This design comes from an exercise in tuning for small area, a short achievable clock period and few clock cycles per item on the open sky130 flow, not from production work.
Function was not checked in any run shown here: the RTL went through the layout flow alone.
Power is estimated from default activity; no workload was simulated.

[constraint.sdc]
create_clock -name core_clock -period 5.5 [get_ports {clk}]
set_input_delay 1.1000 -clock core_clock [delete_from_list [all_inputs] [get_ports {clk}]]
set_output_delay 1.1000 -clock core_clock [all_outputs]
set_load 0.01 [all_outputs]
[design.v]
package ia_pkg;
    localparam int tile_size         = 8;    
    localparam int tile_log2         = 3;    
    localparam int data_width        = 16;   
    localparam int bus_width         = 32;                           
    localparam int bytes_per_beat    = 4;
    localparam int beats_per_row_max = tile_size / bytes_per_beat;   
    localparam int reg_width         = 16;   
    localparam int len_width         = 3;    
    typedef enum logic [1:0] {
        IDLE = 2'b00,
        INIT = 2'b11,   
        LOAD = 2'b01,
        SEND = 2'b10
    } loader_state_e;
    typedef enum logic {
        WRITE = 1'b0,
        READ  = 1'b1
    } icb_op_e;
endpackage
module ia_loader_top (
    input  logic                                          clk,
    input  logic                                          rst_n,
    input  logic                                          init_cfg,
    input  logic [ia_pkg::reg_width-1:0]                  k,
    input  logic [ia_pkg::reg_width-1:0]                  n,
    input  logic [ia_pkg::reg_width-1:0]                  m,
    input  logic [ia_pkg::reg_width-1:0]                  lhs_base,
    input  logic [ia_pkg::reg_width-1:0]                  lhs_row_stride_b,
    input  logic signed [ia_pkg::reg_width-1:0]           lhs_zp,
    input  logic                                          send_ia_trigger,
    output logic                                          icb_cmd_valid,
    input  logic                                          icb_cmd_ready,
    output logic                                          icb_cmd_read,
    output logic [ia_pkg::reg_width-1:0]                  icb_cmd_addr,
    output logic [ia_pkg::len_width-1:0]                  icb_cmd_len,
    input  logic                                          icb_rsp_valid,
    output logic                                          icb_rsp_ready,
    input  logic [ia_pkg::bus_width-1:0]                  icb_rsp_rdata,
    output logic [ia_pkg::tile_size*ia_pkg::data_width-1:0] ia_out,
    output logic                                          ia_row_valid,
    output logic                                          ia_is_init_data,
    output logic                                          ia_calc_done,
    output logic                                          ia_sending_done,
    output logic                                          ia_data_valid
);
    logic [12:0] n_hi, m_hi;      
    logic        n_lo_z, m_lo_z;  
    logic        k_lo_z;          
    logic [2:0]  k_lo_m1;         
    logic        n_lo_two;        
    logic        ct1, lt1;        
    logic [15:0] stride;
    logic [15:0] zp;
    logic        w_act;           
    logic [12:0] c_rem, l_rem, r_rem;
    logic [15:0] tile_addr, row_base;
    logic [2:0]  c_left;          
    logic        w_first, w_lc, w_ll, w_lr;   
    logic        c_v;             
    logic        r_v, r_done;
    logic [2:0]  r_rows_m1;
    logic        r_two, r_first, r_lc;
    logic [2:0]  wr_row;
    logic        wr_beat;
    logic        s_v;             
    logic [2:0]  rd_row;
    logic [7:0]  rd_oh;           
    logic [2:0]  s_rows_m1;
    logic        s_first, s_lc;
    logic [63:0] rowreg;          
    logic        rr_v;            
    logic        rr_first, rr_lc, rr_last;   
    logic [63:0] store [8];
    logic [63:0] rd_mux;
    always_comb begin
        rd_mux = '0;
        for (int r = 0; r < 8; r++)
            rd_mux = rd_mux | ({64{rd_oh[r]}} & store[r]);
    end
    wire [2:0] w_rows_m1 = w_lr ? k_lo_m1 : 3'd7;
    wire       w_two     = !w_lc || n_lo_two;
    wire       more_rows = (c_left != 3'd0);
    wire       more_tiles = !(w_lc && w_ll && w_lr);
    wire       adv       = !icb_cmd_valid || icb_cmd_ready;
    logic idle;                  
    wire init = init_cfg && idle;
    wire acc       = icb_rsp_valid && icb_rsp_ready;
    wire r_lbeat   = !r_two || wr_beat;
    wire r_lrow    = (wr_row == r_rows_m1);
    wire tile_in   = r_v && (r_done || (acc && r_lbeat && r_lrow));
    wire trig_acc  = ia_data_valid && send_ia_trigger;
    wire show      = rr_v && (!ia_data_valid || send_ia_trigger);   
    wire rr_free   = !rr_v || show;
    wire rd        = s_v && rr_free;                                 
    wire s_last    = (rd_row == s_rows_m1);
    wire snd_free  = !s_v || (rd && s_last);
    wire handoff   = tile_in && snd_free;
    wire r_take    = c_v && (!r_v || handoff);
    wire       s_v_n     = handoff || (s_v && !(rd && s_last));
    wire [2:0] rd_row_n  = handoff ? 3'd0 : rd ? rd_row + 3'd1 : rd_row;
    wire [2:0] s_rows_n  = handoff ? r_rows_m1 : s_rows_m1;
    wire       rr_v_n    = rd || (rr_v && !show);
    wire       dv_n      = rd ? (rd_row == 3'd0) : (ia_data_valid && !trig_acc);
    wire       r_v_n     = r_take || (r_v && !handoff);
    wire       r_done_n  = r_v && tile_in && !handoff;
    wire [2:0] wr_row_n  = handoff ? 3'd0 : (acc && r_lbeat) ? wr_row + 3'd1 : wr_row;
    wire       wr_beat_n = handoff ? 1'b0 : acc ? (r_two && !wr_beat) : wr_beat;
    logic [3:0] rdy_c;
    for (genvar i = 0; i < 4; i++) begin : g_rdy
        wire       x_acc      = (i % 2 == 1) && icb_rsp_ready;
        wire       x_trig     = (i / 2 == 1);
        wire       x_tile_in  = r_v && (r_done || (x_acc && r_lbeat && r_lrow));
        wire       x_show     = rr_v && (!ia_data_valid || x_trig);
        wire       x_rd       = s_v && (!rr_v || x_show);
        wire       x_handoff  = x_tile_in && (!s_v || (x_rd && s_last));
        wire       x_r_take   = c_v && (!r_v || x_handoff);
        wire       x_s_v_n    = x_handoff || (s_v && !(x_rd && s_last));
        wire [2:0] x_rd_row_n = x_handoff ? 3'd0 : x_rd ? rd_row + 3'd1 : rd_row;
        wire [2:0] x_s_rows_n = x_handoff ? r_rows_m1 : s_rows_m1;
        wire       x_rr_v_n   = x_rd || (rr_v && !x_show);
        wire       x_dv_n     = x_rd ? (rd_row == 3'd0) : (ia_data_valid && !x_trig);
        wire       x_r_v_n    = x_r_take || (r_v && !x_handoff);
        wire       x_r_done_n = r_v && x_tile_in && !x_handoff;
        wire [2:0] x_wr_row_n = x_handoff ? 3'd0 : (x_acc && r_lbeat) ? wr_row + 3'd1 : wr_row;
        wire       x_free_n   = !x_s_v_n || (x_wr_row_n > x_s_rows_n) || (x_wr_row_n < x_rd_row_n) ||
                                ((x_wr_row_n == x_rd_row_n) && (!x_rr_v_n || !x_dv_n));
        assign rdy_c[i] = x_r_v_n && !x_r_done_n && x_free_n;
    end
    wire       rdy_n     = rdy_c[{send_ia_trigger, icb_rsp_valid}];
    wire in_lc = (n[15:3] == {12'd0, n[2:0] == 3'd0});
    wire in_ll = (m[15:3] == {12'd0, m[2:0] == 3'd0});
    wire in_lr = (k[15:3] == {12'd0, k[2:0] == 3'd0});
    always_ff @(posedge clk) begin
        if (init) begin
            n_hi     <= n[15:3];
            m_hi     <= m[15:3];
            n_lo_z   <= (n[2:0] == 3'd0);
            m_lo_z   <= (m[2:0] == 3'd0);
            k_lo_z   <= (k[2:0] == 3'd0);
            k_lo_m1  <= k[2:0] - 3'd1;
            n_lo_two <= (n[2:0] == 3'd0) || (n[2:0] > 3'd4);
            ct1      <= in_lc;
            lt1      <= in_ll;
            stride   <= lhs_row_stride_b;
            zp       <= lhs_zp;
        end
    end
    logic [12:0] c_rem_nt, l_rem_nt, r_rem_nt;
    logic [15:0] row_base_nt, tile_addr_nt;
    logic        first_nt, lc_nt, ll_nt, lr_nt;
    always_comb begin
        c_rem_nt     = c_rem;
        l_rem_nt     = l_rem;
        r_rem_nt     = r_rem;
        row_base_nt  = row_base;
        tile_addr_nt = tile_addr;
        first_nt     = 1'b1;
        lc_nt        = ct1;
        ll_nt        = w_ll;
        lr_nt        = w_lr;
        if (!w_lc) begin
            c_rem_nt     = c_rem - 13'd1;
            tile_addr_nt = {tile_addr[15:3] + 13'd1, tile_addr[2:0]};
            first_nt     = 1'b0;
            lc_nt        = (c_rem == {12'd0, n_lo_z} + 13'd1);
        end else if (!w_ll) begin
            c_rem_nt     = n_hi;
            l_rem_nt     = l_rem - 13'd1;
            tile_addr_nt = row_base;
            ll_nt        = (l_rem == {12'd0, m_lo_z} + 13'd1);
        end else begin
            c_rem_nt     = n_hi;
            l_rem_nt     = m_hi;
            r_rem_nt     = r_rem - 13'd1;
            row_base_nt  = row_base + {stride[12:0], 3'd0};
            tile_addr_nt = row_base_nt;
            ll_nt        = lt1;
            lr_nt        = (r_rem == {12'd0, k_lo_z} + 13'd1);
        end
    end
    wire load_row  = w_act && adv && more_rows;
    wire load_tile = w_act && adv && !more_rows && more_tiles && !c_v;
    always_ff @(posedge clk) begin
        if (init) begin
            c_rem        <= n[15:3];
            l_rem        <= m[15:3];
            r_rem        <= k[15:3];
            tile_addr    <= lhs_base;
            row_base     <= lhs_base;
            icb_cmd_addr <= lhs_base;
            c_left       <= in_lr ? k[2:0] - 3'd1 : 3'd7;
            w_first      <= 1'b1;
            w_lc         <= in_lc;
            w_ll         <= in_ll;
            w_lr         <= in_lr;
        end else if (load_row) begin
            icb_cmd_addr <= icb_cmd_addr + stride;
            c_left       <= c_left - 3'd1;
        end else if (load_tile) begin
            c_rem        <= c_rem_nt;
            l_rem        <= l_rem_nt;
            r_rem        <= r_rem_nt;
            tile_addr    <= tile_addr_nt;
            row_base     <= row_base_nt;
            icb_cmd_addr <= tile_addr_nt;
            c_left       <= lr_nt ? k_lo_m1 : 3'd7;
            w_first      <= first_nt;
            w_lc         <= lc_nt;
            w_ll         <= ll_nt;
            w_lr         <= lr_nt;
        end
    end
    logic cmd_len0;
    always_ff @(posedge clk or negedge rst_n) begin
        if (!rst_n) begin
            w_act         <= 1'b0;
            icb_cmd_valid <= 1'b0;
            cmd_len0      <= 1'b0;
            c_v           <= 1'b0;
        end else if (init) begin
            w_act         <= 1'b1;
            icb_cmd_valid <= 1'b1;
            cmd_len0      <= (n[15:3] != 13'd0) || (n[2:0] > 3'd4);
            c_v           <= 1'b1;
        end else begin
            if (load_tile) begin
                icb_cmd_valid <= 1'b1;
                cmd_len0      <= !lc_nt || n_lo_two;
                c_v           <= 1'b1;
            end else begin
                if (load_row)
                    icb_cmd_valid <= 1'b1;
                else if (adv)
                    icb_cmd_valid <= 1'b0;
                if (r_take)
                    c_v <= 1'b0;
            end
            if (w_act && adv && !more_rows && !more_tiles)
                w_act <= 1'b0;
        end
    end
    assign icb_cmd_len  = {2'b00, cmd_len0};
    assign icb_cmd_read = 1'b1;
    always_ff @(posedge clk or negedge rst_n) begin
        if (!rst_n) begin
            r_v             <= 1'b0;
            r_done          <= 1'b0;
            wr_row          <= 3'd0;
            wr_beat         <= 1'b0;
            icb_rsp_ready   <= 1'b0;
            s_v             <= 1'b0;
            rd_row          <= 3'd0;
            rd_oh           <= 8'd1;
            idle            <= 1'b1;
            rr_v            <= 1'b0;
            ia_data_valid   <= 1'b0;
            ia_row_valid    <= 1'b0;
            ia_is_init_data <= 1'b0;
            ia_calc_done    <= 1'b0;
            ia_sending_done <= 1'b0;
        end else begin
            r_v             <= r_v_n;
            r_done          <= r_done_n;
            wr_row          <= wr_row_n;
            wr_beat         <= wr_beat_n;
            icb_rsp_ready   <= rdy_n;
            s_v             <= s_v_n;
            rd_row          <= rd_row_n;
            rd_oh           <= handoff ? 8'd1 : rd ? {rd_oh[6:0], rd_oh[7]} : rd_oh;
            idle            <= !(init || (w_act && !(adv && !more_rows && !more_tiles)) || (icb_cmd_valid && !adv) ||
                                 (c_v && !r_take) || load_tile || r_v_n || s_v_n || rr_v_n);
            rr_v            <= rr_v_n;
            ia_data_valid   <= dv_n;
            ia_row_valid    <= show;
            ia_is_init_data <= show && rr_first;
            ia_calc_done    <= show && rr_lc;
            ia_sending_done <= show && rr_last;
        end
    end
    always_ff @(posedge clk) begin
        if (r_take) begin
            r_rows_m1 <= w_rows_m1;
            r_two     <= w_two;
            r_first   <= w_first;
            r_lc      <= w_lc;
        end
        if (handoff) begin
            s_rows_m1 <= r_rows_m1;
            s_first   <= r_first;
            s_lc      <= r_lc;
        end
        if (rd) begin
            rowreg   <= rd_mux;
            rr_first <= s_first;
            rr_lc    <= s_lc;
            rr_last  <= s_last;
        end
    end
    for (genvar r = 0; r < 8; r++) begin : g_row
        for (genvar b = 0; b < 2; b++) begin : g_beat
            always_ff @(posedge clk) begin
                if (acc && wr_row == 3'(r) && wr_beat == 1'(b))
                    store[r][32*b +: 32] <= icb_rsp_rdata;
            end
        end
    end
    wire [63:0] row     = rowreg;
    wire [7:0]  zp_hi   = zp[15:8];
    wire        zp_max  = (zp_hi == 8'h7f);
    wire        zp_min  = (zp_hi == 8'h80);
    wire [7:0]  hi_up   = zp_max ? zp_hi : zp_hi + 8'd1;
    wire [7:0]  hi_dn   = zp_min ? zp_hi : zp_hi - 8'd1;
    for (genvar c = 0; c < 8; c++) begin : g_cvt
        wire [7:0] b = row[8*c +: 8];
        logic [7:0] g, p, cy;
        always_comb begin
            g = b & zp[7:0];
            p = b ^ zp[7:0];
            for (int d = 1; d < 8; d = d * 2)
                for (int i = 7; i >= d; i--) begin
                    g[i] = g[i] | (p[i] & g[i-d]);
                    p[i] = p[i] & p[i-d];
                end
            cy = {g[6:0], 1'b0};    
        end
        wire       c8 = g[7];       
        wire [7:0] s  = b ^ zp[7:0] ^ cy;
        wire [7:0] hi_c1 = b[7] ? zp_hi : hi_up;
        wire [7:0] hi_c0 = b[7] ? hi_dn : zp_hi;
        wire [7:0] lo_c1 = s | {8{!b[7] && zp_max}};
        wire [7:0] lo_c0 = s & ~{8{b[7] && zp_min}};
        always_ff @(posedge clk) ia_out[16*c +: 16] <= c8 ? {hi_c1, lo_c1} : {hi_c0, lo_c0};
    end
endmodule
[run.sh]
#!/bin/bash
# synth_recipe.tcl (not shown) runs the flow's synth.tcl, then flattens the netlist and writes it again
# the make line also repeats each setting of config.mk as NAME=value (left out here)
make -C /OpenROAD-flow-scripts/flow DESIGN_CONFIG=/design/flow/config.mk WORK_HOME=/design/flow/orfs CLKGATE_MAP_FILE= SYNTH_SCRIPT=/design/flow/synth_recipe.tcl finish
[config.mk]
export PLATFORM = sky130hd
export DESIGN_NAME = ia_loader_top
export DESIGN_NICKNAME = ia_loader_top
export VERILOG_FILES = /design/flow/design.v
export SDC_FILE = /design/flow/constraint.sdc
export NUM_CORES = 4
export LEC_CHECK = 0
export ABC_CLOCK_PERIOD_IN_PS = 2500
export CAP_MARGIN = 20
export CORE_MARGIN = 2
export CORE_UTILIZATION = 60
export SETUP_SLACK_MARGIN = 3.0
export SLEW_MARGIN = 20
==> results of run 1 <==
## repair_timing
action / CTS / global route
gates resized for setup: 478 / 222
setup endpoints to repair: 991 / 645
gates cloned: 19 / 15
pin swaps: 149 / 139
setup buffers: 162 / 48
## sequential cells by signal (all words and copies together), names as in the netlist, 8 cells and up
register / cells
store: 512
ia_out: 128
rowreg: 64
icb_cmd_addr: 16
row_base: 16
stride: 16
tile_addr: 16
zp: 16
c_rem: 13
l_rem: 13
m_hi: 13
n_hi: 13
r_rem: 13
rd_oh: 8
## worst max-delay path by stage
stage | to | start | depth (start not counted)
floorplan | ia_out[105]$_DFF_P_ | zp[0]$_DFFE_PP_ | 11
CTS | icb_rsp_ready$_DFF_PN0_ | s_rows_m1[2]$_DFFE_PP_ | 13
detailed placement | ia_out[110]$_DFF_P_ | zp[1]$_DFFE_PP_ | 8
global placement | row_base[15]$_DFFE_PP_ | icb_cmd_ready | 5
finish | ia_out[10]$_DFF_P_ | zp[0]$_DFFE_PP_ | 15
global route | icb_rsp_ready$_DFF_PN0_ | wr_row[2]$_DFFE_PN0P_ | 10
## per-stage QoR
step                      power, uW  hold WS, ns  worst slack, ns  cells  utilization, %
after global routing          30700        0.452             2.36   4514            77.4
final                         29700        0.439             2.43   4518            77.4
after floorplan               16200        0.400             2.74   3095               -
after CTS                     28200        0.437             2.54   4448            75.1
after global placement        20200        0.449             1.91   4099            66.4
after detailed placement      20500        0.418             1.77   4099            66.4
## critical path: stages (launching register included)
cell and delay, ns:
edfxtp_1 0.42, buf_6 0.16, buf_6 0.12, ha_4 0.15, fa_2 0.34, a21o_1 0.17, a21oi_2 0.17, nor2b_1 0.07
o21a_1 0.21, o41ai_4 0.22, buf_6 0.18, buf_12 0.16, buf_6 0.11, nor2_2 0.04, o32ai_1 0.22, o21ai_1 0.19
## kinds of logic after synthesis
kind of cell               after synthesis
xor gates and xnor gates               149
muxes                                   29
buffers and inverters                  232
AOI/OAI and AO/OA                      829
other                                    2
adders and majority gates              140
and+or+nand+nor                        804
DFF                                    909
## layout by cell type, fill, tap and decap left out, types with 84 or more instances in the layout
cell type / Yosys / routed
ha_1: 129 / 114
dfxtp_1: 129 / 129
a22oi_1: 257 / 257
dlygate4sd2_1: 0 / 144
a21oi_1: 166 / 127
edfxtp_1: 750 / 750
nand2_1: 224 / 170
clkdlybuf4s50_1: 0 / 130
xnor2_1: 101 / 84
clkbuf_16: 0 / 100
nor2_1: 235 / 206
buf_4: 7 / 148
## power by group
group | switching [uW] | internal [uW] | leakage, uW | total (uW)
combinational | 7560 | 5430 | 0.00829 | 13000
sequential | 1240 | 9170 | 0.00826 | 10400
clock | 2780 | 3490 | 0.00147 | 6260
total | 11600 | 18100 | 0.0180 | 29700
## metal layers
metal / up-vias / track usage [%] / share of wire, %
met2: 1881 / 55.8 / 48
met1: 14604 / 48.2 / 38
met3: 344 / 5.34 / 10
met5: - / 0 / 0.011
li1: 12804 / - / -
met4: 2 / 11.5 / 3.7
## layout make-up
type	count	area, sq um
inverter	62	263
fill	3874	14800
antenna	7	17.5
sequential	909	25900
multi-input combinational	1974	15200
tap	864	1080
timing repair buffer	533	5190
clock buffer	110	2510
timing repair inverter	1	7.51
clock inverter	58	548
==> impl_metrics.toml, run 1 <==
[setup_path]
cp-end-kind = "register"
r2r_start = "zp[0]$_DFFE_PP_"
rrSetupSlack_ns = 2.43
crit_arrival_ns = 3.61
cp-start-kind = "register"
critPathKind = "reg -> reg"
path_max_fanout = 6
r2r-end = "ia_out[10]$_DFF_P_"
required_ns = 6.04
r2r_cells = 15

[place]
post-dp-hpwl_mm = 71.2
place_congestion = 0.931
io_buffers = 285
placed_area_sq_um = 43500

[global_routing]
antenna_found_initial = 8
grt_pass1_vias = 27796
grt_max_degree = 111
grt_remaining_overflow = 0
grt_usage_pct = 34.5
grt_pass1_wl_mm = 174

[final_layout]
final_area_sq_um = 50700
nets = 3846
drive_gt1_share_pct = 21.9
synthToLayoutAreaGrowth_pct = 28.3

[flow_run]
max_cap_violations = 0

[clock_network]
cts_tree = "built"
cts_root_buf = "clkbuf_16"
cts-buffers-inserted = 92
cts_max_level = 3
clk_pin_slew_ns = 0.07
clkLatencyLatePin_ns = 0.69
ctsHoldBuffers = 0
clockBufferDepth = 3
cts_sinks = 909

[synth]
yosysTopAreaCellShare_pct = 57.0
yosysTopAreaCell = "edfxtp_1"
yosys_warnings = 2
synth_top_family_by_area = "compound AO/OA/AOI/OAI gates"
ys_types = 82
synthSimpleGateAreaFrac_pct = 9.54
ys_ff_latch = 909
synth_edf_count = 750
synth_adder_area_share_pct = 4.62
yosysMostFrequentCell = "edfxtp_1"
synth_ff_type = "edfxtp_1"
synth-compound-area-share_pct = 13.9
avgSynthCellArea_sq_um = 12.8
synthMuxAreaShare_pct = 0.776
synth_xor_xnor_area_share_pct = 3.30
synth_cells = 3094
yosys-top-cells-count = "edfxtp_1, a22oi_1, nor2_1"
syn-cell-area_sq_um = 39500
synthArstFlopShare_pct = 3.30
yosysSeqAreaShare_pct = 65.4
synthTopCellsByArea = "edfxtp_1, dfxtp_1, a22oi_1"

[floorplan]
core_area_sq_um = 65500
start_util_pct = 60.3
ios = 289
die_h_microns = 261
die-width_microns = 261
rows = 94
die_area_sq_um = 67900

[worst_hold_path]
hp-class = "reg -> reg"
whs_endpoint = "s_lc$_DFFE_PP_"
hp-start = "r_lc$_DFFE_PP_"
hold_path_depth = 0

[pwr]
powerDensity_nw_per_um2 = 585
p_leak_uw = 0.0180
ir_drop_mv = 0.417

[sta]
max_slew_margin_pct = 12.2
tightest_slew_ns = 1.32
finalCritPeriodShare_pct = 55.8
rsz0062_at_grt = "true"
finalMaxSlewViolations = 0
min_period_ns = 3.07
fin_tns_setup_ns = 0
fmax_mhz = 326
hold_viol = 0
clock-skew-final_ns = 0.0661
finalSetupViolCount = 0

[drt]
routedWlPerCell_microns = 27.4
vias_per_cell = 6.56
num_vias = 29635
ant_nets = 0
routed_wirelength_mm = 124
drc = 0
dr.first_iter.drc_count = 3660
drt-pass1-iter-count = 7

[outcome]
status = "finished clean"
==> run 2, diff against run 1 <==
--- a/config.mk
+++ b/config.mk
@@ -11,3 +11,4 @@
 export CORE_UTILIZATION = 60
 export SETUP_SLACK_MARGIN = 3.0
 export SLEW_MARGIN = 20
+export TNS_END_PERCENT = 10
==> impl_metrics.toml, run 2 <==
[sta]
fin_ws_ns = 2.39
max_slew_margin_pct = 12.4
clock-skew-final_ns = 0.0558
finalSetupViolCount = 0
min_period_ns = 3.11
fin_tns_setup_ns = 0
finalMaxSlewViolations = 0
tightest_slew_ns = 1.28
finalCritPeriodShare_pct = 56.5
rsz0062_at_grt = "true"
fmax_mhz = 322
hold_viol = 0

[clock_network]
cts_max_level = 3
ctsHoldBuffers = 0
cts_root_buf = "clkbuf_16"
clockBufferDepth = 3
cts_sinks = 909
clk_pin_slew_ns = 0.06
cts_tree = "built"
cts-buffers-inserted = 94
clkLatencyLatePin_ns = 0.69

[final_layout]
reg.largest.list = "store x512, ia_out x128, rowreg x64"
final_cell_mix = "edfxtp_1, clkdlybuf4s50_1, a22oi_1, nor2_1, nand2_1"
largest_reg_flops = 512
nets = 3798
drive_gt1_share_pct = 18.0
synthToLayoutAreaGrowth_pct = 25.1
stdcell_count = 4468
regMostFlops = "store"
final_common_cell = "edfxtp_1"

[synth]
yosys-top-cells-count = "edfxtp_1, a22oi_1, nor2_1"
yosysMostFrequentCell = "edfxtp_1"
synth_top_family_by_area = "compound AO/OA/AOI/OAI gates"
yosysSeqAreaShare_pct = 65.4
yosysTopAreaCell = "edfxtp_1"
synth_edf_count = 750
yosysTopAreaCellShare_pct = 57.0
syn-cell-area_sq_um = 39500
synthSimpleGateAreaFrac_pct = 9.54
synthTopCellsByArea = "edfxtp_1, dfxtp_1, a22oi_1"
synth_xor_xnor_area_share_pct = 3.30
synth_adder_area_share_pct = 4.62
synth_ff_type = "edfxtp_1"
synthArstFlopShare_pct = 3.30
synth-compound-area-share_pct = 13.9
ys_ff_latch = 909
ys_types = 82
avgSynthCellArea_sq_um = 12.8
yosys_warnings = 2
synthMuxAreaShare_pct = 0.776
synth_cells = 3094

[drt]
routed_wirelength_mm = 116
drt-pass1-iter-count = 6
num_vias = 28763
vias_per_cell = 6.44
drc = 0
ant_nets = 0
dr.first_iter.drc_count = 3485
routedWlPerCell_microns = 25.9

[floorplan]
die_h_microns = 261
die_area_sq_um = 67900
start_util_pct = 60.3
core_area_sq_um = 65500
rows = 94
ios = 289
die-width_microns = 261

[pwr]
power.total_uw = 29100
ir_drop_mv = 0.390
powerDensity_nw_per_um2 = 588
p_leak_uw = 0.0174

[place]
post-place-cells = 4090
place_congestion = 0.886
io_buffers = 285
place_ws_ns = 1.73
post-dp-hpwl_mm = 67.8

[outcome]
status = "finished clean"

[setup_path]
cp-start-kind = "register"
cp-end-kind = "register"
path_max_fanout = 7
critPathKind = "reg -> reg"
crit_arrival_ns = 3.71
required_ns = 6.10

[global_routing]
grt_pass1_vias = 27121
grt_max_degree = 108
grt_pass1_wl_mm = 166
grt_usage_pct = 32.8
antenna_found_initial = 5
grt_remaining_overflow = 0

[flow_run]
max_cap_violations = 0

[worst_hold_path]
hp-class = "reg -> reg"
[run 2: final cells by class]
| cell class | count | area, sq um |
|---|---|---|
| Multi-Input combinational cell | 1964 | 14400 |
| Fill cell | 4050 | 16100 |
| Sequential cell | 909 | 25900 |
| Timing Repair Buffer | 494 | 4740 |
| Tap cell | 864 | 1080 |
| Antenna cell | 1 | 2.50 |
| Clock inverter | 62 | 712 |
| Inverter | 62 | 245 |
| Clock buffer | 112 | 2430 |
[run 2: layer usage]
layer	vias up	share of wire (%)	global-route usage (%)
met4	10	3.1	10.5
met3	278	10	6.93
met1	14177	41	47.4
met2	1615	46	50.3
met5	-	0.058	0
li1	12683	-	-
[run 2: kinds of logic after synthesis]
family	Yosys count
flip-flops	909
buffers and inverters	232
adder cells (fa/ha/maj)	140
multiplexers	29
other	2
XOR/XNOR	149
AND/OR/NAND/NOR	804
AO/OA/AOI/OAI	829
[run 2: stage by stage]
step,area [sq um],hold slack [ns],util [%]
detailed placement,43000,0.410,65.7
floorplan,39700,0.400,-
finish,49500,0.423,75.5
global placement,43000,0.411,65.7
global route,49500,0.437,75.5
CTS,48200,0.424,73.5
[run 2: timing repair]
| action | 4_1_cts | 5_1_grt |
|---|---|---|
| resized for setup | 240 | 168 |
| buffers inserted | 118 | 67 |
| gates cloned | 15 | 2 |
| endpoints found under the setup margin | 1045 | 1059 |
| pin swaps | 135 | 88 |
[run 2: critical path, stage by stage (launching register included)]
cell and delay (ns):
edfxtp_1 0.40, buf_6 0.16, buf_4 0.13, buf_6 0.11, ha_4 0.16, fa_2 0.35
a21o_1 0.18, a21oi_2 0.17, buf_4 0.13, buf_4 0.10, buf_6 0.09, buf_6 0.09
buf_6 0.08, buf_4 0.10, buf_4 0.10, buf_6 0.09, buf_6 0.08, buf_6 0.08
buf_6 0.08, buf_6 0.10, xnor2_4 0.11, nand2_1 0.08, a21oi_2 0.12
[run 2: worst paths after layout]
| kind | from | to | slack (ns) | cells after the start |
|---|---|---|---|---|
| worst min register to register | s_lc$_DFFE_PP_ | rr_lc$_DFFE_PP_ | 0.42 | 0 |
| worst max register to register | zp[0]$_DFFE_PP_ | ia_out[52]$_DFF_P_ | 2.39 | 22 |
| worst min-delay path | s_lc$_DFFE_PP_ | rr_lc$_DFFE_PP_ | 0.42 | 0 |
| min in group asynchronous | rst_n | rd_oh[6]$_DFFE_PN0P_ | 0.52 | 1 |
| worst max-delay path | zp[0]$_DFFE_PP_ | ia_out[52]$_DFF_P_ | 2.39 | 22 |
| max in group asynchronous | rst_n | rd_oh[3]$_DFFE_PN0P_ | 4.37 | 1 |
[run 2: power by group]
group	internal, uW	switching, uW	leakage, uW	total (uW)
Combinational	5300	6880	0.00759	12200
Clock	3670	2750	0.00153	6420
Sequential	9170	1320	0.00826	10500

==> re-timing with driven ports <==
The flow's constraints put no driver on any port. The routed layouts listed below were extracted and timed again, unchanged, in two steps. Step 1, drivers: a clkbuf_16 drives clk and a buf_2 each remaining input, both assumed. Step 2 times the ports against the registers' clock, not the clock port: input delays grow and output delays shrink by t, the midpoint of the rising clock arrivals with the driver on. a / b / c = no drivers / after step 1 / after step 2; a / b = the first two.
| run | shift t [ns] | setup WS [ns] | worst data-port slew with drivers (ns) |
|---|---|---|---|
| run 1 | 0.730 | 2.432 / 2.432 / 2.105 | 0.15 |
| run 2 | 0.724 | 2.392 / 2.392 / 1.995 | 0.11 |
After both steps setup and hold are still met in every run listed. For run 2, which loses most, drivers alone change the setup slack by 0.000 ns; drivers and shift together by -0.397 ns.
